Background: an optimization exercise with open tools, aiming at small area. Do not read the settings as production practice. Only simulation tests tie the RTL to the original design; equivalence was not proved. The flow treats the clock pin as an ideal source, which a real chip does not have.

==> nickel <==
==> flow/design.v <==
module dense_1_feeder #(
  parameter int IN_W            = 32,
  parameter int OUT_W           = 128,
  parameter int WORDS_PER_FRAME = 8,
  parameter int GAP             = 64,
  parameter int DEPTH           = 16
) (
  input  logic             clk,
  input  logic             rst,
  input  logic             vld_in,
  input  logic [IN_W-1:0]  data_in,
  output logic             rdy_out,
  output logic             vld_out,
  output logic [OUT_W-1:0] data_out,
  output logic             last_out,
  output logic             ovf
);
  localparam int PACK    = OUT_W / IN_W;
  localparam int PACK_W  = (PACK > 1) ? $clog2(PACK) : 1;
  localparam int FRAME_W = (WORDS_PER_FRAME > 1) ? $clog2(WORDS_PER_FRAME) : 1;
  localparam int GAP_W   = $clog2(GAP);
  localparam int CNT_W   = $clog2(DEPTH) + 1;
  localparam int RING_N  = DEPTH - 1;
  localparam int POS_W   = $clog2(RING_N);
  localparam int TAP     = 4;
  localparam logic [POS_W:0] RING_NV = RING_N;
  logic [PACK_W-1:0]        pack_cnt;
  logic [GAP_W-1:0]         gap_cnt;
  logic [FRAME_W-1:0]       rd_idx;
  logic [CNT_W-1:0]         fifo_count;
  logic [RING_N-1:0][PACK-1:0][IN_W-1:0] ring_q;
  logic [RING_N-1:0][PACK-1:0][IN_W-1:0] ring;
  logic [POS_W-1:0]             r_pos;      
  logic [CNT_W-1:0]             n_slot;     
  logic [PACK-1:0][IN_W-1:0]    lb;
  logic [PACK-1:0]              lb_vld;
  logic [RING_N-1:0][POS_W-1:0] in_dist;    
  logic [PACK-1:0][CNT_W-1:0]   occ;        
  logic [PACK-1:0]              missing;    
  logic                         packing;
  logic [PACK-1:0][IN_W-1:0]    hd;
  logic [PACK-1:0]              hd_fill;
  logic                         hd_vld;
  logic               accept;
  logic               push;
  logic               pop;
  logic               bypass;
  logic               at_tap;
  logic [PACK-1:0]    tap_fill;
  logic [PACK-1:0]    fill_now;
  logic               release_hd;
  logic [PACK-1:0]    drop;
  logic [PACK-1:0]    beat_here;
  logic [RING_N-1:0][PACK-1:0] wr_here;
  logic [PACK-1:0]    wr_lane;
  logic [POS_W-1:0]   last_dist;
  logic               keep_last;
  assign rdy_out = !rst && (fifo_count < CNT_W'(DEPTH));
  assign accept  = vld_in && rdy_out;
  assign push    = accept && (pack_cnt == PACK_W'(PACK - 1));
  assign pop     = (fifo_count != '0) && (gap_cnt == '0);
  assign hd_vld  = &hd_fill;
  assign packing = (pack_cnt != '0);
  assign n_slot  = fifo_count - CNT_W'(hd_vld) + CNT_W'(packing);
  always_comb begin
    for (int j = 0; j < PACK; j++) begin
      missing[j] = packing && (pack_cnt <= PACK_W'(PACK - 1 - j));
      occ[j]     = n_slot - CNT_W'(lb_vld[j]) - CNT_W'(missing[j]);
    end
    for (int p = 0; p < RING_N; p++) begin
      logic [POS_W:0] back;
      back       = POS_W'(r_pos) + RING_NV - ((p + RING_N - 1) % RING_N);
      in_dist[p] = (back >= RING_NV) ? POS_W'(back - RING_NV) : back[POS_W-1:0];
    end
  end
  always_comb begin
    for (int j = 0; j < PACK; j++) begin
      beat_here[j] = accept && (pack_cnt == PACK_W'(PACK - 1 - j));
    end
  end
  assign bypass = (fifo_count == '0);
  assign at_tap = !hd_vld && (r_pos == POS_W'(RING_N - 1));
  always_comb begin
    for (int j = 0; j < PACK; j++) begin
      tap_fill[j] = at_tap && (occ[j] != '0);
      fill_now[j] = tap_fill[j] || (bypass && beat_here[j]);
    end
  end
  assign release_hd = !rst && !hd_vld && (&(hd_fill | fill_now));
  always_comb begin
    for (int j = 0; j < PACK; j++) begin
      drop[j] = release_hd && (occ[j] == '0);
    end
  end
  always_comb begin
    for (int j = 0; j < PACK; j++) begin
      wr_lane[j] = 1'b0;
      for (int p = 0; p < RING_N; p++) begin
        wr_here[p][j] = (p % TAP == 0) && !rst && lb_vld[j] && !drop[j] &&
                        (occ[j] == {1'b0, in_dist[p]});
        wr_lane[j] = wr_lane[j] | wr_here[p][j];
      end
    end
  end
  assign last_dist = in_dist[0];
  assign keep_last = !rst && !(release_hd && r_pos == POS_W'(RING_N - 1)) &&
                     ({1'b0, last_dist} < n_slot);
  always_comb begin
    for (int p = 0; p < RING_N; p++) begin
      ring[p] = ((p / TAP) % 2 == 1) ? ~ring_q[p] : ring_q[p];
    end
  end
  always_ff @(posedge clk) begin
    for (int j = 0; j < PACK; j++) begin
      for (int p = 0; p < RING_N; p++) begin
        if (p == 0) begin
          ring_q[p][j] <= (ring[RING_N-1][j] & {IN_W{keep_last}}) | (lb[j] & {IN_W{wr_here[p][j]}});
        end else if (p % TAP == 0) begin
          ring_q[p][j] <= (((p / TAP) % 2 == 1) ? ~(ring[p-1][j] | (lb[j] & {IN_W{wr_here[p][j]}}))
                                                :  (ring[p-1][j] | (lb[j] & {IN_W{wr_here[p][j]}})));
        end else begin
          ring_q[p][j] <= ring_q[p-1][j];
        end
      end
    end
  end
  always_ff @(posedge clk) begin
    for (int j = 0; j < PACK; j++) begin
      if (beat_here[j]) lb[j] <= data_in;
      if (bypass && beat_here[j]) begin
        hd[j] <= data_in;
      end else if (tap_fill[j]) begin
        hd[j] <= ring[RING_N-1][j];
      end
    end
  end
  always_ff @(posedge clk) begin
    if (rst) begin
      pack_cnt   <= '0;
      gap_cnt    <= '0;
      rd_idx     <= '0;
      fifo_count <= '0;
      r_pos      <= '0;
      lb_vld     <= '0;
      hd_fill    <= '0;
      vld_out    <= 1'b0;
      data_out   <= '0;
      last_out   <= 1'b0;
      ovf        <= 1'b0;
    end else begin
      if (vld_in && !rdy_out) begin
        ovf <= 1'b1;
      end
      if (accept) begin
        pack_cnt <= pack_cnt + 1'b1;
      end
      if (push && !pop) begin
        fifo_count <= fifo_count + 1'b1;
      end else if (pop && !push) begin
        fifo_count <= fifo_count - 1'b1;
      end
      if (pop) begin
        gap_cnt <= GAP_W'(GAP - 1);
      end else if (gap_cnt != '0) begin
        gap_cnt <= gap_cnt - 1'b1;
      end
      if (!release_hd) r_pos <= (r_pos == POS_W'(RING_N - 1)) ? '0 : r_pos + 1'b1;
      for (int j = 0; j < PACK; j++) begin
        if (beat_here[j] && !drop[j]) begin
          lb_vld[j] <= 1'b1;
        end else if (wr_lane[j] || drop[j]) begin
          lb_vld[j] <= 1'b0;
        end
      end
      if (pop) begin
        hd_fill <= '0;
      end else begin
        hd_fill <= hd_fill | fill_now;
      end
      vld_out <= pop;
      if (pop) begin
        rd_idx   <= rd_idx + 1'b1;
        data_out <= hd;
        last_out <= (rd_idx == FRAME_W'(WORDS_PER_FRAME - 1));
      end else begin
        last_out <= 1'b0;
      end
    end
  end
endmodule
==> flow/flow/run.sh <==
#!/bin/bash
set -euo pipefail
here=$PWD
res=$here/orfs/results/$FLOW_PLATFORM/dense_1_feeder/base

# 1. standard synthesis, up to the Yosys netlist
bash standard.sh $res/1_2_yosys.v > synth.log 2>&1

# re-map the combinational logic
mkdir -p remap
cp $res/1_2_yosys.v remap/in.v
cp $res/1_2_yosys.v remap/standard_1_2_yosys.v
export REMAP_LIB=$FLOW_HOME/platforms/$FLOW_PLATFORM/lib/sky130_fd_sc_hd__tt_025C_1v80.lib
YOSYS=${YOSYS_EXE:-$FLOW_HOME/../tools/install/yosys/bin/yosys}
(cd remap && $YOSYS -c $here/flow/remap.tcl) > remap.log 2>&1
cp remap/out.v $res/1_2_yosys.v
touch $res/1_2_yosys.v

# 2. the rest of the standard flow, with its own clock tree settings and
#    the smallest buffer on each port
export CTS_ARGS="-sink_clustering_enable -repair_clock_nets -dont_use_dummy_load -sink_clustering_size 30 -sink_clustering_max_diameter 90"
export BUFFER_PORTS_ARGS="-buffer_cell sky130_fd_sc_hd__buf_1"
bash standard.sh > layout.log 2>&1
==> flow/flow/remap.tcl <==
# Re-map the combinational logic of the standard synthesis netlist for
# area. Flip-flops (and tie cells) are kept as they are: same instances,
# names and cell types. Reads in.v, writes out.v in the current folder.
set lib $::env(REMAP_LIB)
yosys read_liberty -ignore_miss_func $lib
yosys read_verilog -sv in.v
yosys hierarchy -top $::env(FLOW_TOP)
yosys blackbox sky130_fd_sc_hd__conb_1 sky130_fd_sc_hd__dfbbn_1 sky130_fd_sc_hd__dfbbn_2 sky130_fd_sc_hd__dfbbp_1 sky130_fd_sc_hd__dfrbp_1 sky130_fd_sc_hd__dfrbp_2 sky130_fd_sc_hd__dfrtn_1 sky130_fd_sc_hd__dfrtp_1 sky130_fd_sc_hd__dfrtp_2 sky130_fd_sc_hd__dfrtp_4 sky130_fd_sc_hd__dfsbp_1 sky130_fd_sc_hd__dfsbp_2 sky130_fd_sc_hd__dfstp_1 sky130_fd_sc_hd__dfstp_2 sky130_fd_sc_hd__dfstp_4 sky130_fd_sc_hd__dfxbp_1 sky130_fd_sc_hd__dfxbp_2 sky130_fd_sc_hd__dfxtp_1 sky130_fd_sc_hd__dfxtp_2 sky130_fd_sc_hd__dfxtp_4 sky130_fd_sc_hd__dlclkp_1 sky130_fd_sc_hd__dlclkp_2 sky130_fd_sc_hd__dlclkp_4 sky130_fd_sc_hd__dlrbn_1 sky130_fd_sc_hd__dlrbn_2 sky130_fd_sc_hd__dlrbp_1 sky130_fd_sc_hd__dlrbp_2 sky130_fd_sc_hd__dlrtn_1 sky130_fd_sc_hd__dlrtn_2 sky130_fd_sc_hd__dlrtn_4 sky130_fd_sc_hd__dlrtp_1 sky130_fd_sc_hd__dlrtp_2 sky130_fd_sc_hd__dlrtp_4 sky130_fd_sc_hd__dlxbn_1 sky130_fd_sc_hd__dlxbn_2 sky130_fd_sc_hd__dlxbp_1 sky130_fd_sc_hd__dlxtn_1 sky130_fd_sc_hd__dlxtn_2 sky130_fd_sc_hd__dlxtn_4 sky130_fd_sc_hd__dlxtp_1 sky130_fd_sc_hd__dlygate4sd1_1 sky130_fd_sc_hd__dlygate4sd2_1 sky130_fd_sc_hd__dlygate4sd3_1 sky130_fd_sc_hd__dlymetal6s2s_1 sky130_fd_sc_hd__dlymetal6s4s_1 sky130_fd_sc_hd__dlymetal6s6s_1 sky130_fd_sc_hd__edfxbp_1 sky130_fd_sc_hd__edfxtp_1 sky130_fd_sc_hd__sdfbbn_1 sky130_fd_sc_hd__sdfbbn_2 sky130_fd_sc_hd__sdfbbp_1 sky130_fd_sc_hd__sdfrbp_1 sky130_fd_sc_hd__sdfrbp_2 sky130_fd_sc_hd__sdfrtn_1 sky130_fd_sc_hd__sdfrtp_1 sky130_fd_sc_hd__sdfrtp_2 sky130_fd_sc_hd__sdfrtp_4 sky130_fd_sc_hd__sdfsbp_1 sky130_fd_sc_hd__sdfsbp_2 sky130_fd_sc_hd__sdfstp_1 sky130_fd_sc_hd__sdfstp_2 sky130_fd_sc_hd__sdfstp_4 sky130_fd_sc_hd__sdfxbp_1 sky130_fd_sc_hd__sdfxbp_2 sky130_fd_sc_hd__sdfxtp_1 sky130_fd_sc_hd__sdfxtp_2 sky130_fd_sc_hd__sdfxtp_4 
yosys flatten
yosys opt_clean -purge
yosys abc -liberty $lib -script "+strash;dc2;dch,-f;amap,-m;topo" -dont_use sky130_fd_sc_hd__lpflow_bleeder_1 -dont_use sky130_fd_sc_hd__lpflow_clkbufkapwr_1 -dont_use sky130_fd_sc_hd__lpflow_clkbufkapwr_16 -dont_use sky130_fd_sc_hd__lpflow_clkbufkapwr_2 -dont_use sky130_fd_sc_hd__lpflow_clkbufkapwr_4 -dont_use sky130_fd_sc_hd__lpflow_clkbufkapwr_8 -dont_use sky130_fd_sc_hd__lpflow_clkinvkapwr_1 -dont_use sky130_fd_sc_hd__lpflow_clkinvkapwr_16 -dont_use sky130_fd_sc_hd__lpflow_clkinvkapwr_2 -dont_use sky130_fd_sc_hd__lpflow_clkinvkapwr_4 -dont_use sky130_fd_sc_hd__lpflow_clkinvkapwr_8 -dont_use sky130_fd_sc_hd__lpflow_decapkapwr_12 -dont_use sky130_fd_sc_hd__lpflow_decapkapwr_3 -dont_use sky130_fd_sc_hd__lpflow_decapkapwr_4 -dont_use sky130_fd_sc_hd__lpflow_decapkapwr_6 -dont_use sky130_fd_sc_hd__lpflow_decapkapwr_8 -dont_use sky130_fd_sc_hd__lpflow_inputiso0n_1 -dont_use sky130_fd_sc_hd__lpflow_inputiso0p_1 -dont_use sky130_fd_sc_hd__lpflow_inputiso1n_1 -dont_use sky130_fd_sc_hd__lpflow_inputiso1p_1 -dont_use sky130_fd_sc_hd__lpflow_inputisolatch_1 -dont_use sky130_fd_sc_hd__lpflow_isobufsrc_1 -dont_use sky130_fd_sc_hd__lpflow_isobufsrc_16 -dont_use sky130_fd_sc_hd__lpflow_isobufsrc_2 -dont_use sky130_fd_sc_hd__lpflow_isobufsrc_4 -dont_use sky130_fd_sc_hd__lpflow_isobufsrc_8 -dont_use sky130_fd_sc_hd__lpflow_isobufsrckapwr_16 -dont_use sky130_fd_sc_hd__lpflow_lsbuf_lh_hl_isowell_tap_1 -dont_use sky130_fd_sc_hd__lpflow_lsbuf_lh_hl_isowell_tap_2 -dont_use sky130_fd_sc_hd__lpflow_lsbuf_lh_hl_isowell_tap_4 -dont_use sky130_fd_sc_hd__lpflow_lsbuf_lh_isowell_4 -dont_use sky130_fd_sc_hd__lpflow_lsbuf_lh_isowell_tap_1 -dont_use sky130_fd_sc_hd__lpflow_lsbuf_lh_isowell_tap_2 -dont_use sky130_fd_sc_hd__lpflow_lsbuf_lh_isowell_tap_4 -dont_use sky130_fd_sc_hd__probe_p_8 -dont_use sky130_fd_sc_hd__probec_p_8 
yosys opt_clean -purge
yosys hilomap -singleton -hicell sky130_fd_sc_hd__conb_1 HI -locell sky130_fd_sc_hd__conb_1 LO
yosys opt_clean -purge
yosys tee -o stat.txt stat -liberty $lib
yosys write_verilog -noattr -noexpr -nohex -nodec out.v
==> flow/standard.sh <==
#!/bin/bash
# synth_recipe.tcl (not shown) runs the flow's synth.tcl, then flattens the netlist and writes it again
# the make line also repeats each setting of config.mk as NAME=value (left out here)
make -C /OpenROAD-flow-scripts/flow DESIGN_CONFIG=/design/flow/config.mk WORK_HOME=/design/flow/orfs CLKGATE_MAP_FILE= SYNTH_SCRIPT=/design/flow/synth_recipe.tcl "${@:-finish}"
==> flow/config.mk <==
export PLATFORM = sky130hd
export DESIGN_NAME = dense_1_feeder
export DESIGN_NICKNAME = dense_1_feeder
export VERILOG_FILES = /design/flow/design.v
export SDC_FILE = /design/flow/constraint.sdc
export NUM_CORES = 4
export LEC_CHECK = 0
export ABC_AREA = 1
export CAP_MARGIN = 0
export CORE_MARGIN = 2
export CORE_UTILIZATION = 60
export SLEW_MARGIN = 0
==> flow/constraint.sdc <==
create_clock -name core_clock -period 5.0 [get_ports {clk}]
set_input_delay 1.0000 -clock core_clock [delete_from_list [all_inputs] [get_ports {clk}]]
set_output_delay 1.0000 -clock core_clock [all_outputs]
set_load 0.01 [all_outputs]
==> xenon: changes against nickel <==
--- a/flow/flow/run.sh
+++ b/flow/flow/run.sh
@@ -20,3 +20,3 @@
 #    the smallest buffer on each port
-export CTS_ARGS="-sink_clustering_enable -repair_clock_nets -dont_use_dummy_load -sink_clustering_size 30 -sink_clustering_max_diameter 90"
+export CTS_ARGS="-sink_clustering_enable -repair_clock_nets -dont_use_dummy_load -sink_clustering_size 32 -sink_clustering_max_diameter 70"
 export BUFFER_PORTS_ARGS="-buffer_cell sky130_fd_sc_hd__buf_1"
==> cedar: changes against nickel <==
--- a/flow/design.v
+++ b/flow/design.v
@@ -36,3 +36,3 @@
   logic [PACK-1:0]              lb_vld;
-  logic [RING_N-1:0][POS_W-1:0] in_dist;    
+  logic [PACK-1:0][POS_W-1:0]   w_pos;      
   logic [PACK-1:0][CNT_W-1:0]   occ;        
@@ -66,9 +66,7 @@
     for (int j = 0; j < PACK; j++) begin
+      logic [POS_W:0] back;
       missing[j] = packing && (pack_cnt <= PACK_W'(PACK - 1 - j));
       occ[j]     = n_slot - CNT_W'(lb_vld[j]) - CNT_W'(missing[j]);
-    end
-    for (int p = 0; p < RING_N; p++) begin
-      logic [POS_W:0] back;
-      back       = POS_W'(r_pos) + RING_NV - ((p + RING_N - 1) % RING_N);
-      in_dist[p] = (back >= RING_NV) ? POS_W'(back - RING_NV) : back[POS_W-1:0];
+      back       = {1'b0, r_pos} + RING_NV - occ[j][POS_W:0];
+      w_pos[j]   = (back >= RING_NV) ? POS_W'(back - RING_NV) : back[POS_W-1:0];
     end
@@ -99,3 +97,4 @@
         wr_here[p][j] = (p % TAP == 0) && !rst && lb_vld[j] && !drop[j] &&
-                        (occ[j] == {1'b0, in_dist[p]});
+                        (occ[j] != CNT_W'(RING_N)) &&
+                        (w_pos[j] == POS_W'((p + RING_N - 1) % RING_N));
         wr_lane[j] = wr_lane[j] | wr_here[p][j];
@@ -104,3 +103,3 @@
   end
-  assign last_dist = in_dist[0];
+  assign last_dist = (r_pos == POS_W'(RING_N - 1)) ? '0 : r_pos + 1'b1;
   assign keep_last = !rst && !(release_hd && r_pos == POS_W'(RING_N - 1)) &&
--- a/flow/flow/run.sh
+++ b/flow/flow/run.sh
@@ -20,3 +20,3 @@
 #    the smallest buffer on each port
-export CTS_ARGS="-sink_clustering_enable -repair_clock_nets -dont_use_dummy_load -sink_clustering_size 30 -sink_clustering_max_diameter 90"
+export CTS_ARGS="-sink_clustering_enable -repair_clock_nets -dont_use_dummy_load -sink_clustering_size 32 -sink_clustering_max_diameter 70"
 export BUFFER_PORTS_ARGS="-buffer_cell sky130_fd_sc_hd__buf_1"
==> results.txt <==
run status finished clean; Post-Syn Area 57000 µm²; vias in the first global route between 20000 and 30000; total track usage 0.258; M1 WL 60100 µm; final WL 127000 µm; Hold WS 0.274 ns; Max Fanout on Critical Path 16; slowest cell on the critical path a311o_1; hold_sp ring_q[187]; hold endpoint ring_q[315]; Layout Cells excl Fill around 5300; Synth Area per Inst 15.3 µm²; CP endpoint ring_q[581]; Sw Ratio 0.301; Least-Margin Pin Slew approximately 0.98 ns
the above is filed under cedar

==> results.txt <==
run status finished clean; M1 WL 58700 µm; total track usage 0.266; hold endpoint ring_q[895]; final WL 131000 µm; Sw Ratio 0.241; Post-Syn Area 57000 µm²; vias in the first global route 29700; Hold WS 0.317 ns; hold_sp ring_q[767]; Layout Cells excl Fill 5341; Max Fanout on Critical Path 13
the above is filed under nickel

==> results.txt <==
run status finished clean; vias in the first global route roughly 30000; Sw Ratio 0.240; total track usage 0.266; M1 WL 59200 µm; Layout Cells excl Fill between 5000 and 6000; final WL 131000 µm; Post-Syn Area about 57000 µm²; hold_sp ring_q[606]; hold endpoint ring_q[734]; slowest cell on the critical path dfxtp_1; CP endpoint ring_q[1656]; Hold WS 0.303 ns; Max Fanout on Critical Path 14
the above is filed under xenon

-- afterwards: timing with drivers on the ports --
The flow's constraints put no driver on any port. The routed layouts listed below were extracted and timed again, unchanged, in two steps. Step 1 (the two cells are an assumption about what drives the block):
set clk [get_ports {clk}]
set_driving_cell -lib_cell sky130_fd_sc_hd__clkbuf_16 $clk
set_driving_cell -lib_cell sky130_fd_sc_hd__buf_2 [delete_from_list [all_inputs] $clk]
Step 2 adds t to the input delays and takes it off the output delays; t is the mean of the earliest and latest rising clock arrival at the registers after step 1. Input paths then give back, and output paths get back, about the clock's delay inside the block. Three values: ideal, step 1, step 2; two values: the first two.
run	shift t [ns]	setup WS [ns]	worst setup path after step 2	worst register clock-pin slew, ns	worst data-port slew with drivers (ns)
nickel	0.755	0.395 / 0.395 / 0.395	register to register	0.11 / 0.11	0.08
xenon	0.724	0.396 / 0.396 / 0.396	register to register	0.11 / 0.11	0.08
cedar	0.725	0.272 / 0.272 / 0.272	register to register	0.11 / 0.11	0.14
After both steps every run listed still meets setup and hold.
